What follows belongs to an exercise in optimizing a design on an open flow for a short achievable clock period, few clock cycles and low power; a production flow would make more cautious choices. At most, simulation tests tie the RTL to the original design; equivalence was not proved. The RTL of runs 1, 2 and 6 was laid out without a check of its function. No activity file was given, so power comes from the tool's default toggle rates.

### flow/run.sh
#!/bin/bash
# The standard layout (the standard.sh, every step), except for the
# clock tree's settings: no dummy loads, and larger sink clusters.
export CTS_ARGS="-sink_clustering_enable -repair_clock_nets -dont_use_dummy_load -sink_clustering_size 16 -sink_clustering_max_diameter 60 -buf_list {sky130_fd_sc_hd__clkbuf_4 sky130_fd_sc_hd__clkbuf_8}"
bash standard.sh > standard.log 2>&1
### standard.sh
#!/bin/bash
# synth_recipe.tcl (not shown) runs the flow's synth.tcl, then flattens the netlist and writes it again
# the make line also repeats each setting of config.mk as NAME=value (left out here)
make -C /OpenROAD-flow-scripts/flow DESIGN_CONFIG=/design/flow/config.mk WORK_HOME=/design/flow/orfs CLKGATE_MAP_FILE= SYNTH_SCRIPT=/design/flow/synth_recipe.tcl "${@:-finish}"
### config.mk
export PLATFORM = sky130hd
export DESIGN_NAME = cpu_top
export DESIGN_NICKNAME = cpu_top
export VERILOG_FILES = /design/flow/design.v
export SDC_FILE = /design/flow/constraint.sdc
export NUM_CORES = 4
export LEC_CHECK = 0
export CAP_MARGIN = 20
export CORE_MARGIN = 2
export CORE_UTILIZATION = 50
export SETUP_SLACK_MARGIN = 5
export SLEW_MARGIN = 20
### constraint.sdc
create_clock -name core_clock -period 9.0 [get_ports {clk}]
set_input_delay 1.8000 -clock core_clock [delete_from_list [all_inputs] [get_ports {clk}]]
set_output_delay 1.8000 -clock core_clock [all_outputs]
set_load 0.01 [all_outputs]
### design.v
`default_nettype none
package isa_pkg;
        typedef logic [15:0] word_t;
        typedef logic [3:0] reg_idx_t;
        typedef enum logic [3:0] {
                op_add  = 4'd0,
                op_addi = 4'd1,
                op_sub  = 4'd2,
                op_sw   = 4'd5,
                op_lw   = 4'd6,
                op_nand = 4'd8,
                op_beq  = 4'd14,
                op_jump = 4'd15
        } opcode_t;
        localparam int field_width = 4;
        localparam int opcode_lsb = 12;
        localparam int field_c_lsb = 8;
        localparam int field_b_lsb = 4;
        localparam int field_a_lsb = 0;
        localparam int jump_offset_width = 12;
        localparam int reg_count = 16;
endpackage
`default_nettype wire
`default_nettype none
package core_pkg;
        typedef enum logic [4:0] {
                st_add    = 5'd0,
                st_addi   = 5'd1,
                st_sub    = 5'd2,
                st_sw     = 5'd5,
                st_lw     = 5'd6,
                st_nand   = 5'd8,
                st_beq    = 5'd14,
                st_jump   = 5'd15,
                st_fetch  = 5'd16,
                st_beq2   = 5'd19,
                st_sw2    = 5'd20,
                st_decode = 5'd21,
                st_lw2    = 5'd22,
                st_lw3    = 5'd23,
                st_sw3    = 5'd24,
                st_sw4    = 5'd25,
                st_jump2  = 5'd26,
                st_nop    = 5'd28
        } state_t;
        typedef enum logic [2:0] {
                alu_add  = 3'd0,
                alu_sub  = 3'd1,
                alu_nand = 3'd3
        } alu_op_t;
        localparam logic [15:0] idle_store_data = '1;
endpackage
`default_nettype wire
`timescale 1ns/1ps
`default_nettype none
module cpu_top #(
        parameter logic [15:0] reset_pc = '0
) (
        input  logic        clk,
        input  logic        reset,
        input  logic        run_n,
        input  logic [15:0] sram_d,
        output logic [15:0] sram_addr,
        output logic [15:0] sram_q,
        output logic        sram_we_n
);
        logic [15:0] pc_q;                        
        logic [15:0] pc;
        logic        e_alu, e_lw, e_sw, e_beq;    
        logic        e_sub, e_nand, e_addi;       
        logic [3:0]  e_dst;
        logic [3:0]  e_imm;
        logic [15:0] op_a, op_b;
        logic [15:0] rf [16];
        logic        clr;                         
        logic        e_mem;
        logic [15:0] e_x;
        logic [15:0] alu_res;
        logic [15:0] ea;
        logic        taken;
        assign e_mem = e_lw | e_sw;
        assign e_x   = e_addi ? {12'd0, e_imm} : op_a;
        logic [15:0] sum;
        assign sum = e_x + (op_b ^ {16{e_sub}}) + {15'd0, e_sub};
        assign alu_res = e_nand ? ~(op_a & op_b) : sum;
        logic [3:0]  ea_g, ea_p;
        logic [4:0]  ea_c;
        logic [11:0] ea_pre;
        assign ea_g = op_b[3:0] & e_imm;
        assign ea_p = op_b[3:0] ^ e_imm;
        assign ea_c[0] = 1'b0;
        assign ea_c[1] = ea_g[0];
        assign ea_c[2] = ea_g[1] | (ea_p[1] & ea_g[0]);
        assign ea_c[3] = ea_g[2] | (ea_p[2] & ea_g[1]) | (ea_p[2] & ea_p[1] & ea_g[0]);
        assign ea_c[4] = ea_g[3] | (ea_p[3] & ea_g[2]) | (ea_p[3] & ea_p[2] & ea_g[1])
                       | (ea_p[3] & ea_p[2] & ea_p[1] & ea_g[0]);
        assign ea_pre[0] = 1'b1;
        for (genvar i = 1; i < 12; i++) begin : g_ea_pre
                assign ea_pre[i] = &op_b[3+i:4];
        end
        logic [11:0] ea_hi_inc;
        assign ea_hi_inc = op_b[15:4] ^ ea_pre;
        assign ea = {ea_c[4] ? ea_hi_inc : op_b[15:4], ea_p ^ ea_c[3:0]};
        assign taken = e_beq & (op_a == op_b);
        assign sram_addr = e_mem ? ea : pc;
        assign sram_q    = op_a;
        assign sram_we_n = ~e_sw | run_n;
        logic        rf_we;
        logic [15:0] rf_wd;
        assign rf_we = ~run_n & (e_alu | e_lw);
        assign rf_wd = (clr | ~(e_alu | e_lw)) ? 16'd0 : e_lw ? sram_d : alu_res;
        for (genvar i = 0; i < 16; i++) begin : g_rf
                always_ff @(posedge clk) begin
                        if (clr || (rf_we && e_dst == i))
                                rf[i] <= rf_wd;
                end
        end
        always_ff @(posedge clk or negedge reset) begin
                if (!reset)
                        clr <= 1'b1;
                else if (!run_n)
                        clr <= 1'b0;
        end
        logic clr_done;
        always_ff @(posedge clk)
                clr_done <= ~reset;
        logic [3:0]  f_op, f_c, f_b, f_a;
        logic        f_en;
        logic        f_alu, f_lw, f_sw, f_beq, f_jmp, f_bsame, f_redir;
        logic [15:0] f_off, add_b, pc_tgt;
        logic [3:0]  idx_a;
        logic [15:0] rd_a, rd_b;
        assign f_op = sram_d[15:12];
        assign f_c  = sram_d[11:8];
        assign f_b  = sram_d[7:4];
        assign f_a  = sram_d[3:0];
        assign f_en = ~e_mem & ~taken & ~(clr & ~clr_done);
        assign f_alu = (f_op == 4'd0) | (f_op == 4'd1) | (f_op == 4'd2) | (f_op == 4'd8);
        assign f_sw  = (f_op == 4'd5);
        assign f_lw  = (f_op == 4'd6);
        assign f_beq = (f_op == 4'd14);
        assign f_jmp = (f_op == 4'd15);
        assign f_bsame = f_beq & (f_c == f_b);
        assign f_redir = f_jmp | f_bsame;
        assign f_off  = {f_jmp ? {{4{sram_d[11]}}, sram_d[11:4]} : 12'd0, sram_d[3:0]};
        assign add_b  = taken ? {12'd0, e_imm} - 16'd1 : f_off;
        assign pc_tgt = pc + add_b;
        logic [15:0] pc_pre, pc_inc;
        assign pc_pre[0] = 1'b1;
        for (genvar i = 1; i < 16; i++) begin : g_pc_pre
                assign pc_pre[i] = &pc[i-1:0];
        end
        assign pc_inc = pc ^ pc_pre;
        assign idx_a = (f_sw | f_beq) ? f_c : f_a;
        always_comb begin
                if (e_alu && e_dst == idx_a)
                        rd_a = alu_res;
                else
                        rd_a = rf[idx_a];
                if (e_alu && e_dst == f_b)
                        rd_b = alu_res;
                else
                        rd_b = rf[f_b];
        end
        logic f_use_a, f_use_b, f_use_dst, f_use_imm, f_ld;
        assign f_use_a   = (f_alu & (f_op != 4'd1)) | f_sw | f_beq;
        assign f_use_b   = f_alu | f_lw | f_sw | f_beq;
        assign f_use_dst = f_alu | f_lw;
        assign f_use_imm = (f_op == 4'd1) | f_lw | f_sw | f_beq;
        assign f_ld      = ~run_n & f_en;
        always_ff @(posedge clk) begin
                if (f_ld & f_use_a)
                        op_a <= rd_a;
                if (f_ld & f_use_b)
                        op_b <= rd_b;
                if (f_ld & f_use_dst)
                        e_dst <= f_c;
                if (f_ld & f_use_imm)
                        e_imm <= f_a;
                if (f_ld & f_alu) begin
                        e_sub  <= (f_op == 4'd2);
                        e_nand <= (f_op == 4'd8);
                        e_addi <= (f_op == 4'd1);
                end
        end
        always_ff @(posedge clk or negedge reset) begin
                if (!reset) begin
                        e_alu <= 1'b0;
                        e_lw  <= 1'b0;
                        e_sw  <= 1'b0;
                        e_beq <= 1'b0;
                end else if (!run_n) begin
                        e_alu <= f_en & f_alu;
                        e_lw  <= f_en & f_lw;
                        e_sw  <= f_en & f_sw;
                        e_beq <= f_en & f_beq & ~f_bsame;
                end
        end
        assign pc = clr ? reset_pc : pc_q;
        always_ff @(posedge clk) begin
                if (!run_n) begin
                        if (taken | (f_en & f_redir))
                                pc_q <= pc_tgt;
                        else if (f_en)
                                pc_q <= pc_inc;
                        else if (clr)
                                pc_q <= reset_pc;
                end
        end
endmodule
`default_nettype wire
==> impl_metrics.toml, run 1 <==
[die]
row_count = 70
die-area_mm2 = 0.0383
die_w_um = 196
coreArea_mm2 = 0.0364
num_io_pins = 52
fp.dieH_um = 196
initial_utilization_pct = 50.5

[place]
placement.io_buffers = 51
gp_routability_congestion = 1.04
hpwlAfterDp_mm = 50.4
placed_cell_area_mm2 = 0.0196

[pwr]
p_switching_mw = 1.03
clockPowerShare_pct = 23.1
cellPowerDensity_mw_per_mm2 = 155
finalPower_mw = 3.34
worst_ir_drop_vdd_mv = 0.124
static-leakage-power_nw = 7.79
seq_power_share_pct = 52.0
power_frac_comb_pct = 25.0
p_int_mw = 2.31
power_switching_share_pct = 30.9

[detailed_routing]
final_antenna_net_count = 0
drcViolationCount = 0
totalWireLength_mm = 76.0
vias = 16414
wl_per_cell_um = 33.4
detailed_routing_iterations_pass_1 = 7
iter_0_drt_violations = 2764
drt-vias-per-instance = 7.22

[cells_and_area]
final_nets = 1886
mostFrequentLayoutCell = "edfxtp_1"
final_layout_size_suffix_gt1_share_pct = 21.2
final_area_mm2 = 0.0216
area.growth.synth_to_final_pct = 17.7
layout_common_cells = "315 x edfxtp_1, 139 x nand2_1, 123 x buf_4, 103 x nor2_1, 87 x a21oi_1"
antennaDiodeCount = 0

[setup_path]
crit_path_slowest_cell = "edfxtp_1"
cp-start-kind = "flip-flop"
criticalPathCategory = "reg2out"
end_kind = "output pin"
worstPathCellList = "ha_1, a21o_1, a21oi_4, o21bai_4, and3_4, buf_4, buf_6, xnor2_4, o21ai_2, buf_2"
cpPeakStageDelay_ns = 0.44
critical_path_arrival_ns = 2.77
timing.critical_path.required_ns = 7.20
timing.critical_path.fanout_max = 3

[synth]
postSynth.asyncResetShare_pct = 1.56
synth.yosys.warnings = 2
syn-num-nets = 1749
syn-cell-area_mm2 = 0.0184
synth_enable_flop_cells = 315
synth-main-ff-cell = "edfxtp_1"
synth.ff_latch_count = 321
syn_area_per_cell_um2 = 11.0
post_synth_inst_count = 1669
fraction_of_the_yosys_area_taken_by_sequential_cells_pct = 52.2
ys_types = 96

[clocking]
cts.clk_slew.worst_paths_ns = 0.07
tritoncts = "yes"
clock_tree.root_cell = "clkbuf_8"
htree_num_levels = 1
cts.sink_count = 321
cts_inserted_buffers = 30
worst_skew_pair.late_latency_ns = 0.67
cts_hold_buffers = 0
ctsLongestPathBuffers = 3

[hold_path]
hold_class = "reg2reg"

[sta]
rsz0062_at_grt = "true"
setup_viol = 0
finClkSkew_ns = 0.0737
max_freq_mhz = 219
worstMarginPinSlew_ns = 1.24
totalNegativeSetupSlack_ns = 0
fin_crit_ns = 4.57
final_min_period_over_clock_period_pct = 50.7
slew-limit-headroom_pct = 16.9
hold_violation_count_in_the_final_report = 0
timing_max_transition_violations_final = 0

[flow_run]
drv.max_cap_violation_count = 0

[grt]
wire_length_of_the_first_global_routing_pass_mm = 107
groute.usage.overall_pct = 39.1
globalRoute.totalOverflow = 0
first_global_vias = 15445
grt_antenna_before_repair = 3
grt_start_max_net_pins = 41

[outcome]
run_status = "no timing/DRC/antenna violations"
[registers in the layout, indices dropped and copies added, names as in the netlist]
signal and cells:
rf 256, op_a 16, op_b 16, pc_q 16, e_dst 4, e_imm 4, clr 1, clr_done 1
e_addi 1, e_alu 1, e_beq 1, e_lw 1, e_nand 1, e_sub 1, e_sw 1
[Yosys cell counts, drive strengths merged, types with 13 or more instances]
| cell type | instances | area (um^2) |
|---|---|---|
| a21oi | 95 | 479 |
| inv | 27 | 101 |
| o22ai | 21 | 150 |
| ha | 58 | 726 |
| nand3 | 55 | 275 |
| a221oi | 23 | 201 |
| and3 | 19 | 119 |
| nand2 | 148 | 577 |
| a32oi | 13 | 114 |
| mux2 | 18 | 203 |
| nand2b | 16 | 100 |
| o31ai | 13 | 97.6 |
| buf | 44 | 229 |
| o21ai | 87 | 450 |
| nor2b | 28 | 175 |
| a31oi | 22 | 138 |
| xor2 | 36 | 315 |
| mux2i | 36 | 360 |
| a21o | 31 | 233 |
| a22o | 31 | 272 |
| nor2 | 134 | 529 |
| xnor2 | 34 | 305 |
| nor3 | 47 | 235 |
| a211oi | 15 | 118 |
| edfxtp | 315 | 9460 |
| nand4 | 14 | 87.6 |
| a22oi | 82 | 616 |
| clkbuf | 58 | 219 |
[cell families (layout without fill, tap and decap cells)]
group,Yosys count,after routing,synth area share [%]
AOI/OAI and AO/OA,520,520,19.9
xor gates and xnor gates,70,70,3.38
adders and majority gates,61,61,4.27
buffers and inverters,129,259,2.99
DFF,321,321,52.2
muxes,59,59,3.67
and+or+nand+nor,509,514,13.5
[timing repair]
action,in CTS,in global routing
gates cloned,5,1
pin swaps,29,35
endpoints found under the setup margin,198,135
hold endpoints to repair,0,0
buffers inserted,59,37
gates resized for setup,202,64
[metal layers]
metal | vias to the layer above | routed length (um) | GRT usage (%)
li1 | 6768 | - | -
met1 | 7870 | 27500 | 49.7
met2 | 1393 | 32800 | 60.0
met3 | 381 | 9580 | 9.75
met4 | 2 | 6070 | 24.9
met5 | - | 13 | 0
[worst paths after layout]
kind                       depth (start not counted)    start             to  slack, ns
min in group asynchronous                          1    reset          e_alu       1.39
min reg2reg                                        1    e_alu          e_alu       0.57
min                                                1    e_alu          e_alu       0.57
max in group asynchronous                          1    reset            clr       7.29
max                                               10  op_b[1]  sram_addr[11]       4.43
max reg2reg                                       15  op_a[3]       pc_q[15]       5.12
[stage by stage]
step	cells	hold slack, ns	worst slack, ns	utilization, %
CTS	2234	0.568	4.45	57.7
floorplan	1669	0.434	4.87	-
global route	2272	0.597	4.36	59.4
finish	2272	0.570	4.43	59.4
detailed placement	2140	0.543	2.76	53.9
global placement	2140	0.549	2.90	53.9
[worst max-delay path: cells and delay by family (launching register included)]
kind | cells | cell delay, ns
AOI/OAI and AO/OA | 4 | 0.63
buffers and inverters | 3 | 0.40
xor gates and xnor gates | 1 | 0.14
DFF | 1 | 0.44
and+or+nand+nor | 1 | 0.19
adders and majority gates | 1 | 0.31
[layout make-up]
type	instances	area, um^2
well taps	468	586
clock buffers	30	413
fillers	2986	14800
multi-input cells	1224	9040
inverters	27	105
flip-flops and latches	321	9610
repair buffers	202	1880
[power by group through the flow]
stage	clock network [mW]	logic, mW	registers (mW)
2_1_floorplan	0	0.440	1.76
3_3_place_gp	0	0.688	1.77
3_5_place_dp	0	0.694	1.78
4_1_cts	0.779	0.757	1.74
5_1_grt	0.826	0.877	1.74
6_report	0.772	0.836	1.74
==> run 2, diff against run 1 <==
--- a/design.v
+++ b/design.v
@@ -129,3 +129,3 @@
         logic        f_alu, f_lw, f_sw, f_beq, f_jmp, f_bsame, f_redir;
-        logic [15:0] f_off, add_b, pc_tgt;
+        logic [15:0] f_off, pc_tgt, bt_off, pc_bt;
         logic [3:0]  idx_a;
@@ -145,4 +145,5 @@
         assign f_off  = {f_jmp ? {{4{sram_d[11]}}, sram_d[11:4]} : 12'd0, sram_d[3:0]};
-        assign add_b  = taken ? {12'd0, e_imm} - 16'd1 : f_off;
-        assign pc_tgt = pc + add_b;
+        assign pc_tgt = pc + f_off;
+        assign bt_off = {{12{e_imm == 4'd0}}, e_imm - 4'd1};
+        assign pc_bt  = (pc_q & {16{e_beq}}) + bt_off;
         logic [15:0] pc_pre, pc_inc;
@@ -201,3 +202,5 @@
                 if (!run_n) begin
-                        if (taken | (f_en & f_redir))
+                        if (taken)
+                                pc_q <= pc_bt;
+                        else if (f_en & f_redir)
                                 pc_q <= pc_tgt;
==> impl_metrics.toml, run 2 <==
[flow_run]
drv.max_cap_violation_count = 0

[place]
place_ws_ns = 2.97
gp_routability_congestion = 0.946
dp_cells = 2107
placement.io_buffers = 51
placed_cell_area_mm2 = 0.0195
hpwlAfterDp_mm = 43.7

[synth]
dominant_combinational_cell_family_by_area_after_synthesis = "compound AO/OA/AOI/OAI gates"
yosysMostFrequentCell = "edfxtp_1"
yosysTopAreaCell = "edfxtp_1"
mux_share_of_post_synthesis_cell_area_pct = 1.68
ys_types = 87
synth-main-ff-cell = "edfxtp_1"
synthSimpleGateAreaFrac_pct = 14.6
synth.ff_latch_count = 321
post_synth_main_area_contributors = "edfxtp_1 51%, ha_1 4.7%, a22oi_1 3.9%"
postSynth.asyncResetShare_pct = 1.56
post_synth_fa_ha_maj_area_fraction_pct = 5.17
post_synth_inst_count = 1653
fraction_of_the_yosys_area_taken_by_sequential_cells_pct = 52.1
syn-num-nets = 1745
synth_enable_flop_cells = 315
synth_largest_type_area_fraction_pct = 51.3
synth_xor_xnor_area_share_pct = 3.66
syn_area_per_cell_um2 = 11.2
synth_top_cells_by_count = "315 x edfxtp_1, 96 x a22oi_1, 90 x nand2_1"
syn-cell-area_mm2 = 0.0184
synthesized_area_fraction_occupied_by_ao_oa_aoi_and_oai_cells_pct = 19.6
synth.yosys.warnings = 2

[grt]
grt_start_max_net_pins = 52
first_global_vias = 15273
grt_antenna_before_repair = 3
globalRoute.totalOverflow = 0
groute.usage.overall_pct = 35.4
wire_length_of_the_first_global_routing_pass_mm = 99.8

[clocking]
ctsLongestPathBuffers = 3
clock_tree.root_cell = "clkbuf_8"
cts.sink_count = 321
cts.clk_slew.worst_paths_ns = 0.09
worst_skew_pair.late_latency_ns = 0.64
cts_inserted_buffers = 28
tritoncts = "yes"
htree_num_levels = 1

[die]
die-area_mm2 = 0.0384
row_count = 70
die_w_um = 196
coreArea_mm2 = 0.0364
fp.dieH_um = 196
num_io_pins = 52
initial_utilization_pct = 50.6

[sta]
hold_violation_count_in_the_final_report = 0
totalNegativeSetupSlack_ns = 0
finClkSkew_ns = 0.0539
timing_max_transition_violations_final = 0
rsz0062_at_grt = "true"
final_min_period_over_clock_period_pct = 51.2
slew-limit-headroom_pct = 11.9
setup_viol = 0
fin_hold_ws_ns = 0.587
max_freq_mhz = 217
final_critical_path_setup_slack_ns = 4.39
worstMarginPinSlew_ns = 1.32
fin_crit_ns = 4.61

[outcome]
run_status = "no timing/DRC/antenna violations"

[pwr]
static-leakage-power_nw = 7.47
finalPower_mw = 3.16
worst_ir_drop_vdd_mv = 0.113
cellPowerDensity_mw_per_mm2 = 153

[setup_path]
cp-start-kind = "flip-flop"
path_delay_family = "compound AO/OA/AOI/OAI gates"
end_kind = "output pin"
critical_path_arrival_ns = 2.81
timing.reg2reg.setup_slack_ns = 5.08
worstPathCellList = "ha_1, a21o_1, a21oi_2, o21bai_1, buf_4, nand4_1, or2_4, xor2_2, o21ai_1, buf_2"
criticalPathCategory = "reg2out"
crit_path_slowest_cell = "edfxtp_1"
cpPeakStageDelay_ns = 0.44
timing.critical_path.required_ns = 7.20
timing.critical_path.fanout_max = 4
worst-path-buf-inv = 2

[cells_and_area]
layout_common_cells = "315 x edfxtp_1, 96 x a22oi_1, 85 x nand2_1, 82 x nand3_1, 76 x nor2_1"
final_layout_size_suffix_gt1_share_pct = 15.1
final_area_mm2 = 0.0207
post_layout_nonfiller_instances = 2181
mostFrequentLayoutCell = "edfxtp_1"
area.growth.synth_to_final_pct = 12.0
finalCoreUtilization_pct = 56.7
final_nets = 1806
largest_reg_flops = 256
top_register = "rf"

[detailed_routing]
vias = 15547
drt-vias-per-instance = 7.13
iter_0_drt_violations = 2531
final_antenna_net_count = 0
wl_per_cell_um = 31.5
drcViolationCount = 0
detailed_routing_iterations_pass_1 = 7
totalWireLength_mm = 68.8

[hold_path]
hold_class = "reg2reg"
[run 2: cell types whose count changed in the layout (fill, tap and decap cells not counted), moves of 19 or more]
cell / change
nor2_1: -27
nand4_1: +36
nor3_1: -25
nand2_1: -54
buf_4: -52
mux2i_1: -19
and3_1: +23
a32oi_1: +40
nand3_1: +27
[run 2: report_power, final]
| group | internal, mW | total [mW] | switching [mW] | leakage [nW] |
|---|---|---|---|---|
| Combinational | 0.237 | 0.679 | 0.442 | 4.28 |
| Sequential | 1.71 | 1.74 | 0.0355 | 2.99 |
| Clock | 0.276 | 0.740 | 0.464 | 0.201 |
[run 2: worst reg2reg max path, stage by stage (launching register included)]
cell and delay, ns:
edfxtp_1 0.42, buf_4 0.26, mux2_2 0.39, ha_1 0.30, and3b_1 0.14, o21ai_0 0.14
a31oi_1 0.49, a41oi_2 0.27, nor3_1 0.35, o31a_1 0.19, a21oi_1 0.06, o21ai_2 0.60
[run 2: path summary, 6_finish.rpt]
path | cells after the start | start | endpoint
setup / recovery | 10 | op_b[1] | sram_addr[15]
hold / removal | 1 | e_alu | e_alu
setup reg to reg | 11 | e_addi | rf[11][15]
hold reg to reg | 1 | e_alu | e_alu
max in group asynchronous | 1 | reset | clr
min in group asynchronous | 1 | reset | e_beq
[run 2: cells by family after synthesis]
| group | after synthesis |
|---|---|
| mux | 30 |
| xor+xnor | 77 |
| buf+inv | 137 |
| simple gates | 506 |
| compound gates | 508 |
| fa+ha+maj | 74 |
| flops | 321 |
[run 2: metal layers]
metal	GRT usage, %	vias up	routed length (um)	part of all wire [%]
met5	0	-	11	0.016
met3	8.20	335	7860	11
met1	45.2	7433	25800	38
li1	-	6646	-	-
met2	56.8	1131	30800	45
met4	17.7	2	4250	6.2
[run 2: repair_timing]
item | CTS | global route
resized for setup | 179 | 77
hold buffers | 0 | 0
gates cloned | 1 | 1
endpoints found under the setup margin | 243 | 171
buffers inserted | 30 | 12
pin swaps | 16 | 21
[run 2: layout make-up]
| type | instances | area, um^2 |
|---|---|---|
| repair buffers | 136 | 1160 |
| inverters | 31 | 120 |
| flip-flops and latches | 321 | 9610 |
| multi-input cells | 1196 | 8780 |
| fillers | 3050 | 15800 |
| clock buffers | 28 | 385 |
| diodes | 1 | 2.50 |
| well taps | 468 | 586 |
==> run 3, diff against run 2 <==
--- a/design.v
+++ b/design.v
@@ -147,3 +147,3 @@
         assign bt_off = {{12{e_imm == 4'd0}}, e_imm - 4'd1};
-        assign pc_bt  = (pc_q & {16{e_beq}}) + bt_off;
+        assign pc_bt  = pc_q + bt_off;
         logic [15:0] pc_pre, pc_inc;
==> impl_metrics.toml, run 3 <==
[detailed_routing]
wl_per_cell_um = 32.5
drt-vias-per-instance = 7.11
totalWireLength_mm = 73.1
detailed_routing_iterations_pass_1 = 6
vias = 16014
drcViolationCount = 0
iter_0_drt_violations = 2279
final_antenna_net_count = 0

[synth]
yosysMostFrequentCell = "edfxtp_1"
post_synth_main_area_contributors = "edfxtp_1 51%, a22oi_1 5.7%, ha_1 4.7%"
syn-num-nets = 1757
post_synth_inst_count = 1664
synth-main-ff-cell = "edfxtp_1"
synth_largest_type_area_fraction_pct = 51.2
postSynth.asyncResetShare_pct = 1.56
fraction_of_the_yosys_area_taken_by_sequential_cells_pct = 52.0
syn_area_per_cell_um2 = 11.1
synth_enable_flop_cells = 315
yosysTopAreaCell = "edfxtp_1"
synth.yosys.warnings = 2
synth.ff_latch_count = 321
ys_types = 88
synth_top_cells_by_count = "315 x edfxtp_1, 141 x a22oi_1, 110 x nand2_1"
syn-cell-area_mm2 = 0.0185

[pwr]
power_frac_comb_pct = 22.7
p_int_mw = 2.28
p_switching_mw = 0.970
seq_power_share_pct = 53.7
static-leakage-power_nw = 7.70
worst_ir_drop_vdd_mv = 0.129
clockPowerShare_pct = 23.6
cellPowerDensity_mw_per_mm2 = 153
power_switching_share_pct = 29.8

[setup_path]
cpPeakStageDelay_ns = 0.45
timing.critical_path.fanout_max = 2
end_kind = "output pin"
crit_path_slowest_cell = "edfxtp_1"
cp-start-kind = "flip-flop"
timing.critical_path.required_ns = 7.20
critical_path_arrival_ns = 2.67
criticalPathCategory = "reg2out"
worstPathCellList = "ha_1, a21o_1, a21oi_2, o21bai_1, buf_4, nand4_1, or2_4, xor2_2, o21ai_2, buf_2"

[grt]
met2_layer_usage_reported_by_global_route_pct = 60.3
globalRoute.totalOverflow = 0
wire_length_of_the_first_global_routing_pass_mm = 104
grt_start_max_net_pins = 38
grt_use_met1_pct = 47.8
grt_antenna_before_repair = 3
first_global_vias = 15286
layer_with_the_highest_usage = "met2"
groute.usage.overall_pct = 37.3
grt_use_met3_pct = 7.75

[sta]
rsz0062_at_grt = "true"
slew-limit-headroom_pct = 16.8
max_freq_mhz = 224
hold_violation_count_in_the_final_report = 0
setup_viol = 0
final_min_period_over_clock_period_pct = 49.6
finClkSkew_ns = 0.164
timing_max_transition_violations_final = 0
totalNegativeSetupSlack_ns = 0
fin_crit_ns = 4.47
worstMarginPinSlew_ns = 1.25

[hold_path]
hold_class = "reg2reg"

[cells_and_area]
mostFrequentLayoutCell = "edfxtp_1"
final_nets = 1877
multiInputGateArea_mm2 = 0.00892
top_register = "rf"
area.growth.synth_to_final_pct = 15.2
largest_reg_flops = 256
regArea_mm2 = 0.00961
layout_common_cells = "315 x edfxtp_1, 141 x a22oi_1, 126 x buf_4, 106 x nand2_1, 84 x nor2_1"
number_of_fill_cells_in_the_layout = 3050
final_layout_size_suffix_gt1_share_pct = 18.3
finalCoreUtilization_pct = 58.3

[clocking]
htree_num_levels = 1
cts.sink_count = 321
clock_tree.root_cell = "clkbuf_8"
tritoncts = "yes"
cts.clk_slew.worst_paths_ns = 0.07
worst_skew_pair.late_latency_ns = 0.70
ctsLongestPathBuffers = 3
cts_inserted_buffers = 30
cts_hold_buffers = 0

[place]
placement.io_buffers = 51
gp_routability_congestion = 0.960
hpwlAfterDp_mm = 46.4

[die]
die_w_um = 196
fp.dieH_um = 196
die-area_mm2 = 0.0385
coreArea_mm2 = 0.0365
row_count = 70
initial_utilization_pct = 50.6
num_io_pins = 52

[flow_run]
drv.max_cap_violation_count = 0

[outcome]
run_status = "no timing/DRC/antenna violations"
[run 3: changes by cell type after synthesis, sizes merged, moves of 10 or more]
cell and change:
buf -13, a32oi -52, a21o -10, a22oi +44, nand2 +21, nor2 +10
nand3 -18, a31oi -12, and3 -11, a22o +22, nor3 +16
[run 3: per-layer routing]
metal  vias to the layer above  share of wire [%]  wire length [um]
met5                         -              0.018                13
met4                         2                6.2              4550
met3                       291                 11              8010
met2                      1173                 46             33500
met1                      7788                 37             27000
li1                       6760                  -                 -
[run 3: logic make-up (layout without fill, tap and decap cells)]
logic type / after synthesis / count (layout) / share of synthesized area [%]
adder cells (fa/ha/maj): 75 / 75 / 5.23
flip-flops: 321 / 321 / 52.0
multiplexers: 42 / 42 / 2.36
AO/OA/AOI/OAI: 509 / 509 / 19.5
XOR/XNOR: 77 / 77 / 3.65
other: 0 / 1 / 0
AND/OR/NAND/NOR: 504 / 504 / 14.1
buffers and inverters: 136 / 254 / 3.13
[run 3: critical path, delay by kind of cell, from the launching register on]
| kind | cells | cell delay [ns] |
|---|---|---|
| DFF | 1 | 0.45 |
| buffers and inverters | 2 | 0.31 |
| AOI/OAI and AO/OA | 4 | 0.47 |
| xor gates and xnor gates | 1 | 0.15 |
| and+or+nand+nor | 2 | 0.41 |
| adders and majority gates | 1 | 0.30 |
[run 3: power by group through the flow]
| stage | clock network [mW] | logic (mW) | registers, mW |
|---|---|---|---|
| detailed placement | 0 | 0.655 | 1.78 |
| global route | 0.818 | 0.786 | 1.75 |
| floorplan | 0 | 0.427 | 1.76 |
| CTS | 0.776 | 0.694 | 1.74 |
| global placement | 0 | 0.646 | 1.78 |
| finish | 0.768 | 0.737 | 1.75 |
[run 3: area by class of cell]
class	instances	share of cell area, %
antenna	1	0.0117
clock buffer	30	1.94
inverter	36	0.652
multi-input combinational	1207	41.9
sequential	321	45.1
tap	468	2.75
timing repair buffer	188	7.64
[run 3: path summary, 6_finish.rpt]
check                        start            end  slack [ns]  cells after the start
max                        op_b[1]  sram_addr[15]        4.53                     10
min                          e_alu          e_alu        0.59                      1
max reg2reg                op_a[2]      rf[0][15]        5.20                     10
min reg2reg                  e_alu          e_alu        0.59                      1
max in group asynchronous    reset            clr        7.11                      1
min in group asynchronous    reset           e_sw        1.55                      1
[run 3: repair_timing]
| action | in CTS | in global routing |
|---|---|---|
| resized for setup | 177 | 60 |
| pin swaps | 18 | 24 |
| setup buffers | 61 | 28 |
| setup endpoints to repair | 209 | 117 |
[run 3: through the flow]
stage                     hold slack, ns  power, mW  worst slack [ns]  std cells  instance area, um^2
final                              0.590       3.25              4.53       2251                21300
after global routing               0.612       3.35              4.40       2250                21300
after CTS                          0.589       3.21              4.44       2221                20900
after detailed placement           0.578       2.43              3.09       2130                19800
after global placement             0.579       2.43              3.17       2129                19800
after floorplan                    0.441       2.19              4.49       1664                18700
Testbench counts of run 3, summed over its fixed seeds: cycles 32,260.
==> run 4, diff against run 3 <==
--- a/design.v
+++ b/design.v
@@ -144,6 +144,6 @@
         assign f_redir = f_jmp | f_bsame;
-        assign f_off  = {f_jmp ? {{4{sram_d[11]}}, sram_d[11:4]} : 12'd0, sram_d[3:0]};
+        assign f_off  = {f_jmp ? {{4{sram_d[11]}}, sram_d[11:4]} : 12'd0, (f_beq | f_jmp) ? sram_d[3:0] : 4'd0};
         assign pc_tgt = pc + f_off;
         assign bt_off = {{12{e_imm == 4'd0}}, e_imm - 4'd1};
-        assign pc_bt  = pc_q + bt_off;
+        assign pc_bt  = (pc_q & {16{e_beq}}) + bt_off;
         logic [15:0] pc_pre, pc_inc;
==> impl_metrics.toml, run 4 <==
[sta]
finClkSkew_ns = 0.0733
slew-limit-headroom_pct = 18.1
timing_max_transition_violations_final = 0
hold_violation_count_in_the_final_report = 0
worstMarginPinSlew_ns = 1.23
max_freq_mhz = 224
rsz0062_at_grt = "true"
fin_hold_ws_ns = 0.564
setup_viol = 0
final_min_period_over_clock_period_pct = 49.6
final_critical_path_setup_slack_ns = 4.54
fin_crit_ns = 4.46
totalNegativeSetupSlack_ns = 0

[clocking]
cts.clk_slew.worst_paths_ns = 0.10
ctsLongestPathBuffers = 3
cts_inserted_buffers = 28
worst_skew_pair.late_latency_ns = 0.64
tritoncts = "yes"
clock_tree.root_cell = "clkbuf_8"
cts.sink_count = 321
htree_num_levels = 1

[synth]
yosysMostFrequentCell = "edfxtp_1"
fraction_of_the_yosys_area_taken_by_sequential_cells_pct = 52.7
postSynth.asyncResetShare_pct = 1.56
syn-num-nets = 1651
synth_top_cells_by_count = "315 x edfxtp_1, 148 x a22oi_1, 98 x nand2_1"
post_synth_inst_count = 1555
synth_largest_type_area_fraction_pct = 51.9
dominant_combinational_cell_family_by_area_after_synthesis = "compound AO/OA/AOI/OAI gates"
syn_area_per_cell_um2 = 11.7
synth_xor_xnor_area_share_pct = 3.99
synthSimpleGateAreaFrac_pct = 13.3
mux_share_of_post_synthesis_cell_area_pct = 2.72
syn-cell-area_mm2 = 0.0182
synthesized_area_fraction_occupied_by_ao_oa_aoi_and_oai_cells_pct = 19.0
synth-main-ff-cell = "edfxtp_1"
ys_types = 76
synth_enable_flop_cells = 315
post_synth_main_area_contributors = "edfxtp_1 52%, a22oi_1 6.1%, ha_1 5.0%"
synth.ff_latch_count = 321
post_synth_fa_ha_maj_area_fraction_pct = 5.50
yosysTopAreaCell = "edfxtp_1"
synth.yosys.warnings = 2

[place]
hpwlAfterDp_mm = 42.9
place_ws_ns = 3.34
placed_cell_area_mm2 = 0.0196
placement.io_buffers = 51
gp_routability_congestion = 0.948

[setup_path]
cp-start-kind = "flip-flop"
timing.critical_path.required_ns = 7.20
criticalPathCategory = "reg2out"
timing.reg2reg.setup_slack_ns = 5.11
timing.critical_path.fanout_max = 2
end_kind = "output pin"
critical_path_arrival_ns = 2.66

[detailed_routing]
wl_per_cell_um = 31.6
final_antenna_net_count = 0
iter_0_drt_violations = 2079
totalWireLength_mm = 67.0
drcViolationCount = 0
vias = 14987
drt-vias-per-instance = 7.06
met3_wirelength_mm = 7.12
detailed_routing_iterations_pass_1 = 8
top_signal_layer_used = "met5"
routedLengthMet1_mm = 24.6
detailroute.wirelength.met2_mm = 31.2

[die]
die-area_mm2 = 0.0380
die_w_um = 195
coreArea_mm2 = 0.0357
row_count = 69
num_io_pins = 52
initial_utilization_pct = 51.0
fp.dieH_um = 195

[cells_and_area]
final_layout_size_suffix_gt1_share_pct = 18.8
layout_common_cells = "315 x edfxtp_1, 148 x a22oi_1, 96 x nand2_1, 96 x buf_4, 71 x nor2_1"
area.growth.synth_to_final_pct = 14.3
largest_reg_flops = 256
top_register = "rf"
mostFrequentLayoutCell = "edfxtp_1"
number_of_fill_cells_in_the_layout = 2896
antennaDiodeCount = 0
final_area_mm2 = 0.0208
final_nets = 1760

[pwr]
static-leakage-power_nw = 7.41
worst_ir_drop_vdd_mv = 0.143
cellPowerDensity_mw_per_mm2 = 150

[grt]
grt_start_max_net_pins = 33
wire_length_of_the_first_global_routing_pass_mm = 96.6
groute.usage.overall_pct = 34.7
grt_antenna_before_repair = 1
globalRoute.totalOverflow = 0
first_global_vias = 14523

[flow_run]
drv.max_cap_violation_count = 0

[hold_path]
hold_class = "reg2reg"

[outcome]
run_status = "no timing/DRC/antenna violations"
[run 4: cell types whose count changed after synthesis, moves of 14 or more]
cell and change:
nor3_1 -19, nand3_1 -26, a21oi_1 -20, nor4_4 +14, nor2_1 -15, buf_2 -16
[run 4: worst paths after layout]
| path | startpoint | end | cells past startpoint |
|---|---|---|---|
| min in group asynchronous | reset | e_beq | 1 |
| setup reg to reg | e_addi | rf[1][14] | 13 |
| hold / removal | e_alu | e_alu | 1 |
| max in group asynchronous | reset | clr | 1 |
| setup / recovery | op_b[1] | sram_addr[15] | 10 |
| hold reg to reg | e_alu | e_alu | 1 |
[run 4: cell type report]
| cell class | count | area [um^2] | share of cell area [%] |
|---|---|---|---|
| clock buffer | 28 | 385 | 1.85 |
| tap | 461 | 577 | 2.77 |
| multi-input combinational | 1125 | 8750 | 42.0 |
| timing repair buffer | 164 | 1430 | 6.87 |
| sequential | 321 | 9610 | 46.1 |
| inverter | 24 | 93.8 | 0.450 |
[run 4: cell families (layout without fill, tap and decap cells)]
kind of cell    after synthesis  after routing
fa+ha+maj                    78             78
flops                       321            321
simple gates                424            425
compound gates              494            494
xor+xnor                     83             83
buf+inv                     111            216
mux                          44             45
[run 4: timing repair]
action / 4_1_cts / 5_1_grt
hold buffers: 0 / 0
gates cloned: 1 / 3
pin swaps: 22 / 26
setup endpoints to repair: 228 / 183
resized for setup: 150 / 61
setup buffers: 42 / 13
[run 4: where the power goes]
part / total [mW] / internal (mW) / switching [mW]
Combinational: 0.649 / 0.245 / 0.404
Sequential: 1.74 / 1.70 / 0.0328
Clock: 0.741 / 0.276 / 0.465
Total: 3.13 / 2.22 / 0.902
[run 4: through the flow]
stage,cells,utilization [%],power [mW]
after floorplan,1555,-,2.12
after global placement,2032,54.6,2.34
after detailed placement,2034,54.7,2.35
after CTS,2105,57.4,3.09
after global routing,2123,58.3,3.23
final,2123,58.3,3.13
[run 4: worst max-delay path: stages (launching register included)]
cell      delay, ns
edfxtp_1       0.44
ha_1           0.30
a21o_1         0.21
a21oi_4        0.20
o21bai_4       0.08
and3_4         0.17
and4_4         0.20
nand2_2        0.06
xor2_1         0.14
o21ai_1        0.06
buf_2          0.16
[run 4: layer usage]
layer | vias to the layer above | track usage (%)
li1 | 6356 | -
met1 | 7170 | 43.6
met2 | 1154 | 58.1
met3 | 305 | 6.16
met4 | 2 | 16.9
met5 | - | 0
Testbench counts of run 4, summed over its fixed seeds: cycles 32,260.
==> run 5, diff against run 4 <==
--- a/design.v
+++ b/design.v
@@ -73,2 +73,3 @@
         logic [15:0] op_a, op_b;
+        logic        e_c4;                        
         logic [15:0] rf [16];
@@ -85,13 +86,5 @@
         assign alu_res = e_nand ? ~(op_a & op_b) : sum;
-        logic [3:0]  ea_g, ea_p;
-        logic [4:0]  ea_c;
-        logic [11:0] ea_pre;
-        assign ea_g = op_b[3:0] & e_imm;
-        assign ea_p = op_b[3:0] ^ e_imm;
-        assign ea_c[0] = 1'b0;
-        assign ea_c[1] = ea_g[0];
-        assign ea_c[2] = ea_g[1] | (ea_p[1] & ea_g[0]);
-        assign ea_c[3] = ea_g[2] | (ea_p[2] & ea_g[1]) | (ea_p[2] & ea_p[1] & ea_g[0]);
-        assign ea_c[4] = ea_g[3] | (ea_p[3] & ea_g[2]) | (ea_p[3] & ea_p[2] & ea_g[1])
-                       | (ea_p[3] & ea_p[2] & ea_p[1] & ea_g[0]);
+        logic [3:0]  ea_lo;
+        logic [11:0] ea_pre, ea_hi_inc;
+        assign ea_lo = op_b[3:0] + e_imm;
         assign ea_pre[0] = 1'b1;
@@ -100,5 +93,4 @@
         end
-        logic [11:0] ea_hi_inc;
         assign ea_hi_inc = op_b[15:4] ^ ea_pre;
-        assign ea = {ea_c[4] ? ea_hi_inc : op_b[15:4], ea_p ^ ea_c[3:0]};
+        assign ea = {e_c4 ? ea_hi_inc : op_b[15:4], ea_lo};
         assign taken = e_beq & (op_a == op_b);
@@ -165,2 +157,8 @@
         end
+        logic [3:0] f_g, f_o;
+        logic       f_c4;
+        assign f_g  = rd_b[3:0] & f_a;
+        assign f_o  = rd_b[3:0] | f_a;
+        assign f_c4 = f_g[3] | (f_o[3] & f_g[2]) | (f_o[3] & f_o[2] & f_g[1])
+                    | (f_o[3] & f_o[2] & f_o[1] & f_g[0]);
         logic f_use_a, f_use_b, f_use_dst, f_use_imm, f_ld;
@@ -180,2 +178,4 @@
                         e_imm <= f_a;
+                if (f_ld & (f_lw | f_sw))
+                        e_c4 <= f_c4;
                 if (f_ld & f_alu) begin
==> impl_metrics.toml, run 5 <==
[grt]
layer_with_the_highest_usage = "met2"
grt_start_max_net_pins = 30
grt_use_met1_pct = 47.6
globalRoute.totalOverflow = 0
first_global_vias = 15040
wire_length_of_the_first_global_routing_pass_mm = 101
met2_layer_usage_reported_by_global_route_pct = 55.9
grt_antenna_before_repair = 0
groute.usage.overall_pct = 35.8
grt_use_met3_pct = 8.25

[cells_and_area]
final_layout_size_suffix_gt1_share_pct = 18.6
final_nets = 1843
layout_common_cells = "316 x edfxtp_1, 162 x a22oi_1, 115 x nand2_1, 95 x buf_4, 74 x nor2_1"
mostFrequentLayoutCell = "edfxtp_1"
largest_reg_flops = 256
antennaDiodeCount = 0
area.growth.synth_to_final_pct = 15.8
top_register = "rf"

[sta]
finClkSkew_ns = 0.0653
final_critical_path_setup_slack_ns = 4.74
rsz0062_at_grt = "true"
max_freq_mhz = 235
worstMarginPinSlew_ns = 1.22
setup_viol = 0
timing_max_transition_violations_final = 0
totalNegativeSetupSlack_ns = 0
fin_crit_ns = 4.26
final_min_period_over_clock_period_pct = 47.3
slew-limit-headroom_pct = 18.7
hold_violation_count_in_the_final_report = 0

[detailed_routing]
vias = 15663
final_antenna_net_count = 0
drcViolationCount = 0
detailed_routing_iterations_pass_1 = 9
drt-vias-per-instance = 7.07
wl_per_cell_um = 31.6
iter_0_drt_violations = 2085
totalWireLength_mm = 70.0

[die]
num_io_pins = 52
initial_utilization_pct = 50.8
die_w_um = 197
die-area_mm2 = 0.0388
fp.dieH_um = 197
row_count = 70
coreArea_mm2 = 0.0366

[flow_run]
drv.max_cap_violation_count = 0

[setup_path]
worst_r2r_endpoint = "e_c4"
timing.critical_path.required_ns = 7.20
timing.reg2reg.setup_slack_ns = 5.04
cp.depth = 8
cp_common_cell = "and3_4"
critical_path_arrival_ns = 2.46
timing.critical_path.fanout_max = 5
criticalPathCategory = "reg2out"
crit_path_end = "sram_addr[13]"
critical_path.reg2reg.startpoint = "op_a[0]"
worstPathCellList = "and3_4, and3_4, and3_4, ha_4, nand2_2, xor2_1, o21ai_1, buf_2"
crit_path_start = "op_b[6]"
end_kind = "output pin"
cpPeakStageDelay_ns = 0.59
r2r_depth = 8
worst-path-buf-inv = 1
path_delay_family = "simple AND/OR/NAND/NOR gates"
crit_path_slowest_cell = "edfxtp_1"
cp-start-kind = "flip-flop"

[synth]
synth.yosys.warnings = 2
syn_area_per_cell_um2 = 11.3
post_synth_inst_count = 1646
synth_largest_type_area_fraction_pct = 51.0
fraction_of_the_yosys_area_taken_by_sequential_cells_pct = 51.8
yosysTopAreaCell = "edfxtp_1"
syn-num-nets = 1741
syn-cell-area_mm2 = 0.0186
synth.ff_latch_count = 322
yosysMostFrequentCell = "edfxtp_1"
postSynth.asyncResetShare_pct = 1.55
post_synth_main_area_contributors = "edfxtp_1 51%, a22oi_1 6.6%, ha_1 4.8%"
ys_types = 83
synth_enable_flop_cells = 316
synth-main-ff-cell = "edfxtp_1"
synth_top_cells_by_count = "316 x edfxtp_1, 164 x a22oi_1, 121 x nand2_1"

[clocking]
cts_inserted_buffers = 28
htree_num_levels = 1
ctsLongestPathBuffers = 3
cts.clk_slew.worst_paths_ns = 0.09
clock_tree.root_cell = "clkbuf_8"
tritoncts = "yes"
worst_skew_pair.late_latency_ns = 0.63
cts.sink_count = 322

[pwr]
cellPowerDensity_mw_per_mm2 = 146
power_frac_comb_pct = 21.0
static-leakage-power_nw = 7.90
p_int_mw = 2.24
p_switching_mw = 0.910
power_switching_share_pct = 28.9
clockPowerShare_pct = 23.5
seq_power_share_pct = 55.5
finalPower_mw = 3.15
worst_ir_drop_vdd_mv = 0.123

[hold_path]
hold_class = "reg2reg"
hold_start = "e_alu"

[place]
gp_routability_congestion = 0.969
place_ws_ns = 3.27
placement.io_buffers = 51
hpwlAfterDp_mm = 44.4

[outcome]
run_status = "no timing/DRC/antenna violations"
==> run 5: cell types whose count changed in the layout (fill, tap and decap cells not counted), sizes merged, moves of 9 or more <==
cell    before  now
a221oi      39   28
a22o        39   27
a22oi      148  164
and4         1   11
mux2i       32   43
nand2       98  121
nand3       38   49
nand4       47   36
nor2b       33   42
nor3        19   33
nor4        24   10
o21ai       79   70
==> run 5: routing by layer <==
metal	vias to the layer above	routed length (um)
met5	-	0
met4	0	3910
met3	282	8230
met2	1170	31200
met1	7555	26700
li1	6656	-
==> run 5: how the worst min path moves through the flow <==
| stage | end | slack, ns | depth (start not counted) |
|---|---|---|---|
| floorplan | e_alu | 0.49 | 1 |
| global placement | e_alu | 0.54 | 1 |
| detailed placement | e_alu | 0.53 | 1 |
| CTS | e_alu | 0.56 | 1 |
| global route | e_alu | 0.60 | 1 |
| finish | e_alu | 0.57 | 1 |
==> run 5: power by group through the flow <==
stage / clock [mW] / combinational [mW] / sequential, mW
2_1_floorplan: 0 / 0.364 / 1.76
3_3_place_gp: 0 / 0.573 / 1.78
3_5_place_dp: 0 / 0.578 / 1.78
4_1_cts: 0.739 / 0.620 / 1.74
5_1_grt: 0.792 / 0.701 / 1.75
6_report: 0.740 / 0.661 / 1.75
==> run 5: per-stage QoR <==
step                      std cells  utilization (%)  hold WS [ns]  area [um^2]
after floorplan                1646                -         0.494        18800
after global placement         2113             54.4         0.542        19900
after detailed placement       2113             54.4         0.530        19900
after CTS                      2191             57.9         0.561        21200
after global routing           2214             58.8         0.601        21500
final                          2214             58.8         0.572        21500
==> run 5: timing repair <==
action                                  in CTS  in global routing
hold buffers                                 0                  0
setup buffers                               44                 23
gates cloned                                 6                  0
resized for setup                          191                 69
endpoints found under the setup margin     201                133
pin swaps                                   22                 27
==> run 5: cells by family (layout without fill, tap and decap cells) <==
family	Yosys count	count (layout)	synth area share, %
AOI/OAI and AO/OA	506	506	19.3
and+or+nand+nor	474	474	13.6
DFF	322	322	51.8
buffers and inverters	129	229	3.00
adders and majority gates	80	80	5.51
xor gates and xnor gates	78	78	3.67
muxes	57	57	3.16
==> run 5: cell type report <==
cell class / count / area (um^2)
multi-input combinational: 1195 / 9160
timing repair buffer: 173 / 1650
sequential: 322 / 9640
tap: 468 / 586
fill: 2980 / 15100
inverter: 27 / 109
clock buffer: 28 / 385
timing repair inverter: 1 / 5.00
Testbench counts of run 5, summed over its fixed seeds: cycles 32,260.
==> run 6, diff against run 5 <==
--- a/design.v
+++ b/design.v
@@ -136,3 +136,3 @@
         assign f_redir = f_jmp | f_bsame;
-        assign f_off  = {f_jmp ? {{4{sram_d[11]}}, sram_d[11:4]} : 12'd0, (f_beq | f_jmp) ? sram_d[3:0] : 4'd0};
+        assign f_off  = {f_jmp ? {{4{sram_d[11]}}, sram_d[11:4]} : 12'd0, sram_d[3:0]};
         assign pc_tgt = pc + f_off;
==> impl_metrics.toml, run 6 <==
[outcome]
run_status = "no timing/DRC/antenna violations"

[detailed_routing]
wl_per_cell_um = 31.1
detailed_routing_iterations_pass_1 = 9
vias = 15820
iter_0_drt_violations = 2538
drt-vias-per-instance = 7.03
final_antenna_net_count = 0
totalWireLength_mm = 70.0
drcViolationCount = 0

[grt]
wire_length_of_the_first_global_routing_pass_mm = 101
grt_start_max_net_pins = 32
groute.usage.overall_pct = 36.0
globalRoute.totalOverflow = 0
first_global_vias = 15124
grt_antenna_before_repair = 1

[place]
gp_routability_congestion = 0.961
dp_cells = 2092
placement.io_buffers = 51
hpwlAfterDp_mm = 44.3

[synth]
synth.yosys.warnings = 2
post_synth_fa_ha_maj_area_fraction_pct = 5.26
synthesized_area_fraction_occupied_by_ao_oa_aoi_and_oai_cells_pct = 19.0
mux_share_of_post_synthesis_cell_area_pct = 1.95
postSynth.asyncResetShare_pct = 1.55
synth-main-ff-cell = "edfxtp_1"
fraction_of_the_yosys_area_taken_by_sequential_cells_pct = 52.6
synth_largest_type_area_fraction_pct = 51.8
post_synth_main_area_contributors = "edfxtp_1 52%, a22oi_1 5.1%, ha_1 4.6%"
syn_area_per_cell_um2 = 11.3
synth_enable_flop_cells = 316
syn-num-nets = 1709
post_synth_inst_count = 1618
yosysMostFrequentCell = "edfxtp_1"
ys_types = 77
syn-cell-area_mm2 = 0.0183
synth_xor_xnor_area_share_pct = 4.10
synth_top_cells_by_count = "316 x edfxtp_1, 124 x a22oi_1, 106 x nand2_1"
synth.ff_latch_count = 322
dominant_combinational_cell_family_by_area_after_synthesis = "compound AO/OA/AOI/OAI gates"
synthSimpleGateAreaFrac_pct = 13.9
yosysTopAreaCell = "edfxtp_1"

[setup_path]
r2r_depth = 13
cpPeakStageDelay_ns = 0.45
cp-start-kind = "flip-flop"
timing.critical_path.fanout_max = 3
worst-path-buf-inv = 1
path_delay_family = "simple AND/OR/NAND/NOR gates"
crit_path_slowest_cell = "edfxtp_1"
timing.reg2reg.setup_slack_ns = 5.16
timing.critical_path.required_ns = 7.20
end_kind = "output pin"
criticalPathCategory = "reg2out"
worst_r2r_endpoint = "rf[8][8]"
critical_path_arrival_ns = 2.42
worstPathCellList = "ha_2, and3_4, and3_4, and3_4, ha_4, nand2_4, xor2_4, o21ai_1, buf_2"
cp_common_cell = "and3_4"
critical_path.reg2reg.startpoint = "e_addi"

[cells_and_area]
area.growth.synth_to_final_pct = 21.7
antennaDiodeCount = 0
top_register = "rf"
regArea_mm2 = 0.00964
multiInputGateArea_mm2 = 0.00915
number_of_fill_cells_in_the_layout = 2901
largest_reg_flops = 256
final_layout_size_suffix_gt1_share_pct = 23.1
layout_common_cells = "316 x edfxtp_1, 140 x buf_4, 120 x a22oi_1, 98 x nand2_1, 85 x a21oi_1"
final_nets = 1876
post_layout_nonfiller_instances = 2251
mostFrequentLayoutCell = "edfxtp_1"

[pwr]
static-leakage-power_nw = 7.97
worst_ir_drop_vdd_mv = 0.130
cellPowerDensity_mw_per_mm2 = 148

[die]
die-area_mm2 = 0.0382
die_w_um = 195
num_io_pins = 52
initial_utilization_pct = 50.4
fp.dieH_um = 195
row_count = 70
coreArea_mm2 = 0.0363

[hold_path]
hold_class = "reg2reg"
hold_depth = 2
hold_start = "e_lw"
worst_hold_path.endpoint = "e_lw"

[sta]
max_freq_mhz = 237
hold_violation_count_in_the_final_report = 0
rsz0062_at_grt = "true"
totalNegativeSetupSlack_ns = 0
finClkSkew_ns = 0.156
final_min_period_over_clock_period_pct = 46.9
slew-limit-headroom_pct = 19.7
worstMarginPinSlew_ns = 1.20
fin_crit_ns = 4.22
setup_viol = 0
timing_max_transition_violations_final = 0

[clocking]
cts_inserted_buffers = 30
clock_tree.root_cell = "clkbuf_8"
ctsLongestPathBuffers = 3
cts.sink_count = 322
tritoncts = "yes"
htree_num_levels = 1
cts.clk_slew.worst_paths_ns = 0.10
worst_skew_pair.late_latency_ns = 0.68

[flow_run]
drv.max_cap_violation_count = 0
## run 6: per-stage QoR
step | hold slack [ns] | power, mW | area, um^2 | util [%] | worst slack [ns]
6_report | 0.577 | 3.29 | 22300 | 61.4 | 4.78
3_5_place_dp | 0.608 | 2.42 | 19900 | 54.8 | 3.14
3_3_place_gp | 0.589 | 2.42 | 19900 | 54.8 | 3.28
5_1_grt | 0.597 | 3.40 | 22300 | 61.4 | 4.70
4_1_cts | 0.614 | 3.23 | 21600 | 59.3 | 4.74
2_1_floorplan | 0.505 | 2.19 | 18700 | - | 4.41
## run 6: worst max path at each step
stage / from / endpoint / slack, ns / depth (start not counted)
CTS: op_b[4] / sram_addr[13] / 4.74 / 9
floorplan: sram_d[15] / pc_q[12] / 4.41 / 12
finish: op_b[5] / sram_addr[13] / 4.78 / 9
detailed placement: sram_d[12] / op_a[11] / 3.14 / 11
global placement: sram_d[12] / op_a[11] / 3.28 / 11
global route: op_b[5] / sram_addr[13] / 4.70 / 9
## run 6: timing repair
item / 4_1_cts / 5_1_grt
endpoints found under the setup margin: 228 / 198
cloned: 5 / 4
resized for setup: 240 / 119
hold buffers: 0 / 0
setup buffers: 74 / 46
pin swaps: 39 / 42
## run 6: cells by family after synthesis
kind of cell,after synthesis
DFF,322
buffers and inverters,135
xor gates and xnor gates,85
and+or+nand+nor,460
AOI/OAI and AO/OA,506
muxes,35
adders and majority gates,75
## run 6: cell type report
type | instances | area share, %
sequential | 322 | 43.2
tap | 468 | 2.62
clock buffer | 30 | 1.85
multi-input combinational | 1162 | 41.0
inverter | 24 | 0.421
timing repair buffer | 245 | 10.9
## run 6: power breakdown
part | internal [mW] | leakage (nW) | switching (mW)
combinational | 0.322 | 4.77 | 0.457
clock | 0.294 | 0.216 | 0.465
sequential | 1.72 | 2.99 | 0.0382
## run 6: metal layers
layer	global-route usage [%]	wire, um	up-vias
met5	0	9	-
met4	19.4	4740	2
met3	7.74	7960	351
met2	57.8	31600	1175
met1	45.8	25700	7598
li1	-	-	6694
## run 6: worst min-delay path, cell delays in order (launching register included)
cell	delay [ns]
dfrtp_2	0.42
nand2_1	0.06
o41ai_1	0.06
==> run 7, diff against run 6 <==
--- a/design.v
+++ b/design.v
@@ -89,5 +89,12 @@
         assign ea_lo = op_b[3:0] + e_imm;
+        logic [11:0] ea_l0, ea_l1, ea_l2, ea_l3;
+        assign ea_l0 = op_b[15:4];
+        for (genvar i = 0; i < 12; i++) begin : g_ea_pfx
+                assign ea_l1[i] = (i >= 1) ? ea_l0[i] & ea_l0[i-1] : ea_l0[i];
+                assign ea_l2[i] = (i >= 2) ? ea_l1[i] & ea_l1[i-2] : ea_l1[i];
+                assign ea_l3[i] = (i >= 4) ? ea_l2[i] & ea_l2[i-4] : ea_l2[i];
+        end
         assign ea_pre[0] = 1'b1;
         for (genvar i = 1; i < 12; i++) begin : g_ea_pre
-                assign ea_pre[i] = &op_b[3+i:4];
+                assign ea_pre[i] = (i - 1 >= 8) ? ea_l3[i-1] & ea_l3[i-9] : ea_l3[i-1];
         end
@@ -136,3 +143,3 @@
         assign f_redir = f_jmp | f_bsame;
-        assign f_off  = {f_jmp ? {{4{sram_d[11]}}, sram_d[11:4]} : 12'd0, sram_d[3:0]};
+        assign f_off  = {f_jmp ? {{4{sram_d[11]}}, sram_d[11:4]} : 12'd0, (f_beq | f_jmp) ? sram_d[3:0] : 4'd0};
         assign pc_tgt = pc + f_off;
--- a/config.mk
+++ b/config.mk
@@ -10,3 +10,3 @@
 export CORE_UTILIZATION = 50
-export SETUP_SLACK_MARGIN = 5
+export SETUP_SLACK_MARGIN = 4.85
 export SLEW_MARGIN = 20
==> impl_metrics.toml, run 7 <==
[synth]
post_synth_inst_count = 1575
postSynth.asyncResetShare_pct = 1.55
syn_area_per_cell_um2 = 11.6
synth.yosys.warnings = 2
fraction_of_the_yosys_area_taken_by_sequential_cells_pct = 52.8
synth.ff_latch_count = 322
post_synth_main_area_contributors = "edfxtp_1 52%, a22oi_1 5.6%, ha_1 4.7%"
syn-num-nets = 1667
synth_top_cells_by_count = "316 x edfxtp_1, 135 x a22oi_1, 101 x nor2_1"
syn-cell-area_mm2 = 0.0182
yosysMostFrequentCell = "edfxtp_1"
synth-main-ff-cell = "edfxtp_1"
synth_largest_type_area_fraction_pct = 52.0
yosysTopAreaCell = "edfxtp_1"
synth_enable_flop_cells = 316
ys_types = 85

[die]
fp.dieH_um = 195
row_count = 69
initial_utilization_pct = 51.0
num_io_pins = 52
coreArea_mm2 = 0.0357
die-area_mm2 = 0.0380
die_w_um = 195

[pwr]
static-leakage-power_nw = 7.49
p_int_mw = 2.25
worst_ir_drop_vdd_mv = 0.125
p_switching_mw = 0.924
clockPowerShare_pct = 23.6
seq_power_share_pct = 54.8
cellPowerDensity_mw_per_mm2 = 151
power_switching_share_pct = 29.1
power_frac_comb_pct = 21.5

[clocking]
ctsLongestPathBuffers = 3
clock_tree.root_cell = "clkbuf_8"
cts_inserted_buffers = 29
htree_num_levels = 1
tritoncts = "yes"
cts.clk_slew.worst_paths_ns = 0.09
cts.sink_count = 322
worst_skew_pair.late_latency_ns = 0.66

[sta]
fin_hold_ws_ns = 0.573
timing_max_transition_violations_final = 0
setup_viol = 0
max_freq_mhz = 233
worstMarginPinSlew_ns = 1.16
slew-limit-headroom_pct = 22.3
final_min_period_over_clock_period_pct = 47.6
totalNegativeSetupSlack_ns = 0
rsz0062_at_grt = "true"
fin_crit_ns = 4.29
hold_violation_count_in_the_final_report = 0
finClkSkew_ns = 0.105

[grt]
grt_antenna_before_repair = 1
grt_start_max_net_pins = 33
groute.usage.overall_pct = 34.7
wire_length_of_the_first_global_routing_pass_mm = 96.8
first_global_vias = 14282
globalRoute.totalOverflow = 0

[setup_path]
crit_path_slowest_cell = "fa_2"
crit_path_start = "sram_d[0]"
worstPathCellList = "dlygate4sd2_1, and2_1, ha_2, fa_2, a21o_1, a21boi_2, o211ai_1, nand3_1, nand4b_1, o31ai_2, xor2_1, o21ai_0, mux2_2"
timing.critical_path.fanout_max = 6
critical_path_arrival_ns = 4.59
worst-path-buf-inv = 1
end_kind = "flip-flop"
timing.critical_path.required_ns = 9.31
cpPeakStageDelay_ns = 0.40
critical_path.reg2reg.startpoint = "e_addi"
cp-start-kind = "input pin"
path_delay_family = "compound AO/OA/AOI/OAI gates"
criticalPathCategory = "in2reg"

[cells_and_area]
layout_common_cells = "316 x edfxtp_1, 135 x a22oi_1, 94 x buf_4, 92 x nor2_1, 75 x nand2_1"
top_register = "rf"
area.growth.synth_to_final_pct = 15.3
largest_reg_flops = 256
final_layout_size_suffix_gt1_share_pct = 17.8
mostFrequentLayoutCell = "edfxtp_1"
final_nets = 1775
number_of_fill_cells_in_the_layout = 2962

[detailed_routing]
detailed_routing_iterations_pass_1 = 8
iter_0_drt_violations = 2041
drcViolationCount = 0
wl_per_cell_um = 31.4
drt-vias-per-instance = 6.99
final_antenna_net_count = 0
vias = 14974
totalWireLength_mm = 67.3

[place]
placement.io_buffers = 51
gp_routability_congestion = 0.957
hpwlAfterDp_mm = 43.6

[flow_run]
drv.max_cap_violation_count = 0

[hold_path]
hold_class = "reg2reg"
hold_start = "e_sw"

[outcome]
run_status = "no timing/DRC/antenna violations"
-- run 7: path summary, 6_finish.rpt --
kind | to | depth (start not counted) | slack (ns)
worst max-delay path | pc_q[14] | 13 | 4.71
worst max register to register | rf[0][5] | 12 | 4.98
min in group asynchronous | e_sw | 1 | 1.47
worst min register to register | e_sw | 2 | 0.57
worst min-delay path | e_sw | 2 | 0.57
max in group asynchronous | clr | 1 | 7.25
-- run 7: metrics by stage --
| step | total power [mW] | setup WS [ns] | std cells | util [%] | instance area, um^2 |
|---|---|---|---|---|---|
| detailed placement | 2.38 | 3.11 | 2053 | 55.3 | 19800 |
| global route | 3.28 | 4.60 | 2142 | 58.8 | 21000 |
| finish | 3.18 | 4.71 | 2143 | 58.8 | 21000 |
| floorplan | 2.15 | 4.43 | 1575 | - | 18700 |
| global placement | 2.38 | 3.15 | 2051 | 55.2 | 19700 |
| CTS | 3.15 | 4.69 | 2130 | 58.1 | 20800 |
-- run 7: layout make-up --
cell class	instances	area, um^2	share of cell area [%]
Tap cell	461	577	2.74
Antenna cell	1	2.50	0.0119
Clock buffer	29	399	1.90
Sequential cell	322	9640	45.8
Multi-Input combinational cell	1138	8780	41.8
Inverter	27	105	0.500
Timing Repair Buffer	165	1530	7.26
-- run 7: worst reg2reg max path, delay by kind of cell (launching register included) --
family | cells | cell delay (ns)
buffers and inverters | 1 | 0.24
XOR/XNOR | 1 | 0.10
multiplexers | 2 | 0.94
flip-flops | 1 | 0.38
AND/OR/NAND/NOR | 3 | 0.47
AO/OA/AOI/OAI | 4 | 1.39
adder cells (fa/ha/maj) | 1 | 0.30
-- run 7: cells by family after synthesis --
family,synth area share [%]
xor+xnor,4.22
simple gates,12.8
mux,2.70
buf+inv,2.66
compound gates,19.4
flops,52.8
fa+ha+maj,5.34
-- run 7: power by group through the flow --
stage	Sequential [mW]	Combinational, mW	Clock, mW
2_1_floorplan	1.76	0.384	0
3_3_place_gp	1.78	0.596	0
3_5_place_dp	1.78	0.601	0
4_1_cts	1.74	0.652	0.758
5_1_grt	1.74	0.727	0.812
6_report	1.74	0.684	0.751
-- run 7: layer usage --
| metal | part of all wire [%] | vias to the layer above | track usage (%) |
|---|---|---|---|
| met3 | 11 | 254 | 7.37 |
| met5 | 0 | - | 0 |
| met1 | 39 | 7215 | 46.3 |
| met4 | 5.1 | 0 | 14.4 |
| li1 | - | 6431 | - |
| met2 | 45 | 1074 | 55.4 |
-- run 7: what timing repair did --
action                     4_1_cts  5_1_grt
gates cloned                     2        0
gates resized for setup        110       50
setup buffers                   46       12
pin swaps                       14       14
hold buffers                     0        0
setup endpoints to repair      178      114
Testbench counts of run 7, summed over its fixed seeds: cycles 32,260.

-- afterwards: timing with drivers on the ports --
The results above use ideal ports. As a check the final layouts listed here were re-extracted and re-timed, cells and wires unchanged.
Step 1, drivers: a clkbuf_16 drives clk and a buf_2 each remaining input, both assumed.
Step 2, shift: input delay + t, output delay - t, t = (earliest + latest rising clock arrival at the registers) / 2. This alone moves slack from input paths to output paths.
Three values: no drivers, after step 1, after step 2; two values: the first two.
| run | t, ns | slack for setup (ns) | clock arrival spread, ns | worst data-port slew with drivers (ns) |
|---|---|---|---|---|
| run 1 | 0.688 | 4.432 / 4.380 / 4.342 | 0.078 / 0.078 | 0.06 |
| run 2 | 0.659 | 4.391 / 4.343 / 4.479 | 0.054 / 0.054 | 0.08 |
| run 3 | 0.673 | 4.534 / 4.483 / 4.279 | 0.163 / 0.163 | 0.10 |
| run 4 | 0.654 | 4.539 / 4.488 / 4.390 | 0.074 / 0.074 | 0.06 |
| run 5 | 0.651 | 4.745 / 4.693 / 4.387 | 0.066 / 0.066 | 0.06 |
| run 6 | 0.650 | 4.780 / 4.730 / 4.319 | 0.155 / 0.156 | 0.15 |
| run 7 | 0.653 | 4.712 / 4.720 / 4.067 | 0.105 / 0.104 | 0.07 |
After both steps every run listed still meets setup and hold. For run 7, which loses most, drivers alone change the setup slack by +0.008 ns; drivers and shift together by -0.645 ns.
